From an optimization exercise on the open Yosys and OpenROAD flow, aimed at small area and few clock cycles; shortcuts taken in it are not production practice. In this exercise RTL edits were held to simulation tests only and were not proved equivalent to the original.

Setup of wip/lagoon:
Design dcache, start of the top module:
module dcache (
  input  logic        CLK,
  input  logic        nRST,
  input  logic        dmemren,
  input  logic        dmemwen,
  input  logic [31:0] dmemaddr,
  input  logic [31:0] dmemstore,
  input  logic        halt,
  output logic        dhit,
  output logic [31:0] dmemload,
  output logic        flushed,
  output logic        dren,
  output logic        dwen,
  output logic [31:0] daddr,
  output logic [31:0] dstore,
  input  logic [31:0] dload,
  input  logic        dwait
);
Size: roughly 200 I/O pins.
clock: 12.0 ns
lec_check: 0
abc_area: 1
cap_margin: 20
core_margin: 2
core_utilization: 55
cts_buf_list: sky130_fd_sc_hd__clkbuf_4
cts_cluster_diameter: 40
cts_cluster_size: 8
place_density: 0.65
slew_margin: 20
run.sh (not shown) runs the stock make flow with config.mk's settings and CLKGATE_MAP_FILE= SYNTH_SCRIPT=/design/flow/synth_recipe.tcl, a recipe that flattens the netlist after the stock synthesis.
wip/lagoon | stages: all done | timing, DRC, antenna: all pass
Testbench counts of wip/lagoon, summed over its fixed seeds: cycles 3,978.
#### Input delta (wip/willow over wip/lagoon)
Settings: putting GPL_TIMING_DRIVEN at 0 where nothing was set; clearing ABC_AREA, which used to be 1; swapping 8 for 9 in CTS_CLUSTER_SIZE; swapping 40 for 45 in CTS_CLUSTER_DIAMETER.
### Flow results
Maximum number of pins on one net before global-route repair delta for wip/willow relative to wip/lagoon: about 80% lower. Diff wip/willow and wip/lagoon: number of clock buffers in the layout lower in wip/willow. Overall die area, wip/willow and wip/lagoon: higher on wip/willow. The run showing the greater post-synthesis compound-gate area fraction is wip/lagoon. Layout checks on wip/willow: not met. Flow itself completed; violations: negative setup slack. Of wip/willow and wip/lagoon, the lower number of distinct library cells after synthesis belongs to wip/lagoon. Taking wip/lagoon as the reference point, the final clock period utilization by the worst path of wip/willow rises by 5.9 points. Synthesized cell count: wip/willow and wip/lagoon compared, higher one is wip/lagoon. wip/willow vs. wip/lagoon: tightest slew margin relative to the limit went down by 8.5 points.
Relative to wip/willow, the following input files were edited for wip/ember:
Settings: GPL_TIMING_DRIVEN: 0 -> unset; PLACE_DENSITY: 0.65 -> 0.6; CORE_UTILIZATION: 55 -> 45; ABC_AREA: unset -> 1.
==> notes.md <==
wip/ember finished end to end and its layout was clean on timing, DRC and antenna.
[compare] base=wip/willow new=wip/ember: number of CTS-inserted buffers decreased 4; pin count of the biggest net entering global routing increased about 400%; buffer count excluding the clock tree in the final layout decreased 358; starting density of the core decreased 10 points; x dimension of the die increased 32 um.
Compared to wip/willow, wip/ember leaves more free space in the core.
On highest clock frequency the design can meet: wip/ember sits above wip/willow.
wip/willow vs wip/ember, most frequent standard cell in the layout excluding fill and tap cells: sky130_fd_sc_hd__nand2_1 vs sky130_fd_sc_hd__edfxtp_1
wip/ember vs wip/willow, parity-gate share of the synthesized area counting xor and xnor cells went down by 0.79 points.
The inputs of wip/indigo differ from those of wip/ember as listed below.
Settings: PLACE_DENSITY: 0.6 -> 0.65; ABC_AREA: 1 -> unset; CORE_UTILIZATION: 45 -> 55.
--- outcome ---
- wip/indigo completed; timing, DRC and antenna clean
- wip/indigo falls short of wip/ember in wire length.
- Total stage count of the critical path: wip/indigo lower than wip/ember
- Re area of the core: wip/indigo is about 16% down on wip/ember.
- Of wip/ember and wip/indigo, the run reporting the lower summed area of non-filler cells in the final layout was wip/ember.
- Per the comparison of wip/indigo with wip/ember, synthesis-to-finish area growth grew by 0.29 points; share of the core filled with cells in the final layout grew by 11 points; global routing usage on met2 grew by 5.6 points.


Another version of the RTL of dcache (not shown whole).
Size: about 6100 cells after synthesis, roughly 200 I/O pins, roughly 72000 µm² of cells after synthesis.
clock: 12.0 ns
lec_check: 0
cap_margin: 20
core_margin: 2
core_utilization: 60
cts_buf_list: sky130_fd_sc_hd__clkbuf_4 sky130_fd_sc_hd__clkbuf_8
place_density: 0.7
slew_margin: 20
Testbench counts at the start, summed over its fixed seeds: cycles 4,131.
Edit:
CORE_UTILIZATION = 40   (was 60)
CTS_BUF_LIST = not set   (was sky130_fd_sc_hd__clkbuf_4 sky130_fd_sc_hd__clkbuf_8)
PLACE_DENSITY = not set   (was 0.7)
Result: The new run completed without violations; design area climbs slightly; hold slack hardly moves; area after synthesis does not change; sequential share of layout area goes down by 0.56 points; fmax falls slightly.
Edit:
CTS_BUF_LIST = sky130_fd_sc_hd__clkbuf_4   (was not set)
CTS_CLUSTER_DIAMETER = 40   (was not set)
CTS_CLUSTER_SIZE = 8   (was not set)
Clock skew came out higher by 78 ps.
Wire length went up by 0.43%.
Clock-buffer cell count grows by 122.
Synthesized cell count does not change.
Non-clock buffer count stays the same.
Utilization decreases by 1.1 points.
Global-route usage climbs by 0.12 points.
Worst hold slack improved by 3.3 ps.
Sequential share of layout area went up by 1.4 points.
Edit:
ABC_AREA = 1   (was not set)
CTS_BUF_LIST = not set   (was sky130_fd_sc_hd__clkbuf_4)
CTS_CLUSTER_DIAMETER = not set   (was 40)
CTS_CLUSTER_SIZE = not set   (was 8)
Outcome: Setup slack gains 99 ps; fmax increases by about 0.9%; synthesized area stays flat.


dcache again, from the RTL that the note above started with.
// dcache
module dcache (
  input  logic        CLK,
  input  logic        nRST,
  input  logic        dmemren,
  input  logic        dmemwen,
  input  logic [31:0] dmemaddr,
  input  logic [31:0] dmemstore,
  input  logic        halt,
  output logic        dhit,
  output logic [31:0] dmemload,
  output logic        flushed,
  output logic        dren,
  output logic        dwen,
  output logic [31:0] daddr,
  output logic [31:0] dstore,
  input  logic [31:0] dload,
  input  logic        dwait
);
  localparam logic [29:0] HC_WORD = 30'h0000_0C40;   
  localparam logic [1:0] G_NONE = 2'd0, G_DEM = 2'd1, G_VB = 2'd2, G_CNT = 2'd3;
  logic [25:0] tag_q  [0:15];
  logic [31:0] dat0_q [0:15];
  logic [31:0] dat1_q [0:15];
  logic [15:0] wv0_q, wv1_q;    
  logic [15:0] wd0_q, wd1_q;    
  logic [7:0]  lru_q;           
  logic [28:0] vb_blk_q;
  logic [31:0] vb_w0_q, vb_w1_q;
  logic [1:0]  vb_d_q;          
  logic [31:0] hit_cnt_q;
  logic        cnt_done_q;
  logic [2:0]  ridx;
  logic [25:0] rtag;
  logic        rw;
  logic [15:0] fd;              
  logic        any_fd;
  logic [3:0]  pe_f;            
  logic [2:0]  sidx;
  logic [25:0] tag0, tag1;
  logic        v0, v1, m0, m1, thit, hway, vway, away;
  logic        xway;
  logic [3:0]  xf;
  logic [31:0] s0_w0, s0_w1, s1_w0, s1_w1;
  logic [31:0] s0_rd, s1_rd, x_w0, x_w1;
  logic [25:0] x_tag;
  logic [1:0]  x_d, v_d;
  logic        ok0, ok1, word_ok;
  assign ridx = dmemaddr[5:3];
  ...
export LEC_CHECK = 0
export CAP_MARGIN = 20
export CORE_MARGIN = 2
export CORE_UTILIZATION = 40
export CTS_BUF_LIST = sky130_fd_sc_hd__clkbuf_4
export CTS_CLUSTER_DIAMETER = 50
export CTS_CLUSTER_SIZE = 10
export SLEW_MARGIN = 20
create_clock -name core_clock -period 12.0 [get_ports {CLK}]
Testbench counts at the start, summed over its fixed seeds: cycles 4,131.
Edit:
Settings changed: CORE_UTILIZATION 40 to 55, CTS_CLUSTER_DIAMETER 50 to 45, CTS_CLUSTER_SIZE 10 to 9, PLACE_DENSITY set to 0.65.
The new run finished with timing, DRC and antenna clean.
Synthesized cell count does not change.
Worst setup slack got worse by 75 ps.
Via count stays flat.
Cell area went down by about 0.8%.
Register-to-register slack improves by 130 ps.
Hold slack stays flat.
Die area falls by 27%.


Setup of build 29:
dcache again, from the RTL that the note above started with.
==> flow/design.v (excerpt) <==
module dcache (
  input  logic        CLK,
  input  logic        nRST,
  input  logic        dmemren,
  input  logic        dmemwen,
  input  logic [31:0] dmemaddr,
  input  logic [31:0] dmemstore,
  input  logic        halt,
  output logic        dhit,
  output logic [31:0] dmemload,
  output logic        flushed,
  output logic        dren,
  output logic        dwen,
  output logic [31:0] daddr,
  output logic [31:0] dstore,
  input  logic [31:0] dload,
  input  logic        dwait
);
  localparam logic [29:0] HC_WORD = 30'h0000_0C40;   
  localparam logic [1:0] G_NONE = 2'd0, G_DEM = 2'd1, G_VB = 2'd2, G_CNT = 2'd3;
  logic [25:0] tag_q  [0:15];
  logic [31:0] dat0_q [0:15];
  logic [31:0] dat1_q [0:15];
  logic [15:0] wv0_q, wv1_q;    
  logic [15:0] wd0_q, wd1_q;    
  logic [7:0]  lru_q;           
  logic [28:0] vb_blk_q;
  logic [31:0] vb_w0_q, vb_w1_q;
  logic [1:0]  vb_d_q;          
  logic [31:0] hit_cnt_q;
  logic        cnt_done_q;
  logic [2:0]  ridx;
  logic [25:0] rtag;
  logic        rw;
  logic [15:0] fd;              
  logic        any_fd;
  logic [3:0]  pe_f;            
  logic [2:0]  sidx;
  logic [25:0] tag0, tag1;
  logic        v0, v1, m0, m1, thit, hway, vway, away;
  logic        xway;
  logic [3:0]  xf;
  logic [31:0] s0_w0, s0_w1, s1_w0, s1_w1;
  logic [31:0] s0_rd, s1_rd, x_w0, x_w1;
  logic [25:0] x_tag;
  logic [1:0]  x_d, v_d;
  logic        ok0, ok1, word_ok;
  assign ridx = dmemaddr[5:3];
  assign rtag = dmemaddr[31:6];
  assign rw   = dmemaddr[2];
  assign fd     = wd0_q | wd1_q;
  assign any_fd = |fd;
  always_comb begin
    pe_f = 4'd0;
    for (int i = 15; i >= 0; i--) begin
      if (fd[i]) pe_f = 4'(i);
    end
  end
  assign sidx = halt ? pe_f[3:1] : ridx;
  assign tag0 = tag_q[{sidx, 1'b0}];
  assign tag1 = tag_q[{sidx, 1'b1}];
  assign v0   = wv0_q[{sidx, 1'b0}] | wv1_q[{sidx, 1'b0}];
  assign v1   = wv0_q[{sidx, 1'b1}] | wv1_q[{sidx, 1'b1}];
  assign m0   = v0 && (tag0 == rtag);
  assign m1   = v1 && (tag1 == rtag);
  assign thit = m0 || m1;
  assign hway = m1;
  assign vway = !v0 ? 1'b0 : !v1 ? 1'b1 : lru_q[sidx];
  assign away = thit ? hway : vway;
  assign xway = halt ? pe_f[0] : thit ? !hway : vway;
  ...
==> flow/config.mk <==
export PLATFORM = sky130hd
export DESIGN_NAME = dcache
export DESIGN_NICKNAME = dcache
export VERILOG_FILES = /design/flow/design.v
export SDC_FILE = /design/flow/constraint.sdc
export NUM_CORES = 4
export LEC_CHECK = 0
export CAP_MARGIN = 10
export CORE_MARGIN = 2
export CORE_UTILIZATION = 55
export CTS_BUF_LIST = sky130_fd_sc_hd__clkbuf_4
export CTS_CLUSTER_DIAMETER = 45
export CTS_CLUSTER_SIZE = 9
export PLACE_DENSITY = 0.65
export SLEW_MARGIN = 10
==> flow/constraint.sdc <==
create_clock -name core_clock -period 12.0 [get_ports {CLK}]
set_input_delay 2.4000 -clock core_clock [delete_from_list [all_inputs] [get_ports {CLK}]]
set_output_delay 2.4000 -clock core_clock [all_outputs]
set_load 0.01 [all_outputs]
Testbench counts of build 29, summed over its fixed seeds: cycles 4,131.
Inputs modified between build 29 and build 80:
- swapping 55 for 40 in CORE_UTILIZATION
- clearing PLACE_DENSITY, which used to be 0.65
- swapping 10 for 20 in SLEW_MARGIN
- swapping 10 for 20 in CAP_MARGIN
==> notes.md <==
- ~same area occupied by multi-input gates in build 80 and build 29
- The critical path depth in build 80 sits 1 above the value recorded for build 29.
- Compared to build 29, the routing of build 80 uses more wire.
What build 32 does differently from build 80 at the input level:
- CTS_CLUSTER_SIZE: 9 -> 8
- CORE_UTILIZATION: 40 -> 65
- PLACE_DENSITY: unset -> 0.75
- CTS_CLUSTER_DIAMETER: 45 -> 40
## What came out
- Build 32 against build 80: total placed instance area went down; CTS buffer count went up; sequential share of layout area went up.
- The cell with the biggest individual delay on the critical path comes out clkdlybuf4s50_1 in one run and nor3_2 in the other, namely in build 80 and build 32 respectively.
- Final cell count without fillers (higher): build 80
- Build 32 vs. build 80: setup slack after layout down 0.046 ns.
diff inputs: build 32 => build 17
- CTS_CLUSTER_SIZE: 8 -> 18
- CTS_BUF_LIST: sky130_fd_sc_hd__clkbuf_4 -> sky130_fd_sc_hd__clkbuf_8
- CTS_CLUSTER_DIAMETER: 40 -> 60
- PLACE_DENSITY: 0.75 -> unset
- CORE_UTILIZATION: 65 -> 40
## What came out
[compare] base=build 32 new=build 17: global-route usage over all layers down 14 points. Between build 32 and build 17, routed wire length increased. Largest net degree at the start of global routing in build 17 is 48 below build 32.
Inputs modified between build 17 and build 92:
- CTS_CLUSTER_SIZE changed from 18 to 14
- CTS_CLUSTER_DIAMETER changed from 60 to 50
Notes after the runs:
For build 17 and build 92, there was not a single run that failed to finish clean.
Looking at cell with the largest stage delay on the worst path, the a21oi_2 result is from build 17; the clkdlybuf4s50_1 one comes from build 92.
Looking at worst setup path endpoint, the daddr[6] result is from build 92; the daddr[17] one comes from build 17.
Going from build 17 to build 92, total wire length after detailed routing shows an increase of about 0.4%, total of fill cells in the finished design shows no meaningful change.

## separate check: timing with driven ports
Ports are ideal in the flow. The routed layouts listed here were re-timed in OpenROAD.
Step 1 assumes that a clkbuf_16 drives the clock port and a buf_2 every other input.
Step 2 times the ports against the registers' clock, not the clock port: input delays grow and output delays shrink by t, the midpoint of the rising clock arrivals with the driver on.
Three values: no drivers, after step 1, after step 2; two values: the first two.
run | shift t [ns] | setup slack, ns | hold WS [ns] | slew at the worst register clock pin (ns) | cell pins on the clock port's net
wip/lagoon | 1.361 | 0.449 / 0.422 / 0.315 | 0.450 / 0.450 / 0.450 | 0.11 / 0.11 | 1
wip/willow | 1.385 | -0.263 / -0.287 / -0.999 | 0.481 / 0.481 / 0.481 | 0.12 / 0.12 | 1
wip/ember | 1.344 | 0.510 / 0.469 / 0.469 | 0.450 / 0.450 / 0.450 | 0.11 / 0.11 | 1
wip/indigo | 1.343 | 0.302 / 0.274 / 0.269 | 0.478 / 0.478 / 0.478 | 0.11 / 0.11 | 1
the first run of note 2 | 1.047 | 0.727 / 0.703 / 0.703 | 0.480 / 0.480 / 0.480 | 0.07 / 0.07 | 1
the second run of note 2 | 0.871 | 0.633 / 0.490 / 0.490 | 0.479 / 0.479 / 0.479 | 0.06 / 0.06 | 1
the third run of note 2 | 1.351 | 0.713 / 0.572 / 0.572 | 0.482 / 0.482 / 0.482 | 0.10 / 0.10 | 1
the fourth run of note 2 | 0.906 | 0.812 / 0.743 / 0.743 | 0.463 / 0.463 / 0.463 | 0.07 / 0.07 | 1
the first run of note 3 | 1.372 | 0.646 / 0.517 / 0.517 | 0.482 / 0.482 / 0.482 | 0.12 / 0.12 | 1
the second run of note 3 | 1.345 | 0.571 / 0.504 / 0.504 | 0.482 / 0.482 / 0.482 | 0.12 / 0.12 | 1
build 29 | 1.344 | 0.563 / 0.496 / 0.496 | 0.482 / 0.482 / 0.482 | 0.11 / 0.11 | 1
build 80 | 1.336 | 0.702 / 0.574 / 0.574 | 0.484 / 0.484 / 0.484 | 0.11 / 0.11 | 1
build 32 | 1.272 | 0.656 / 0.509 / 0.509 | 0.488 / 0.488 / 0.488 | 0.11 / 0.11 | 1
build 17 | 1.002 | 0.652 / 0.505 / 0.505 | 0.484 / 0.484 / 0.484 | 0.12 / 0.12 | 1
build 92 | 1.022 | 0.661 / 0.514 / 0.514 | 0.476 / 0.476 / 0.476 | 0.10 / 0.10 | 1
The setup slack of wip/willow, which loses most, moves by -0.024 ns with the drivers and by -0.736 ns with both steps.
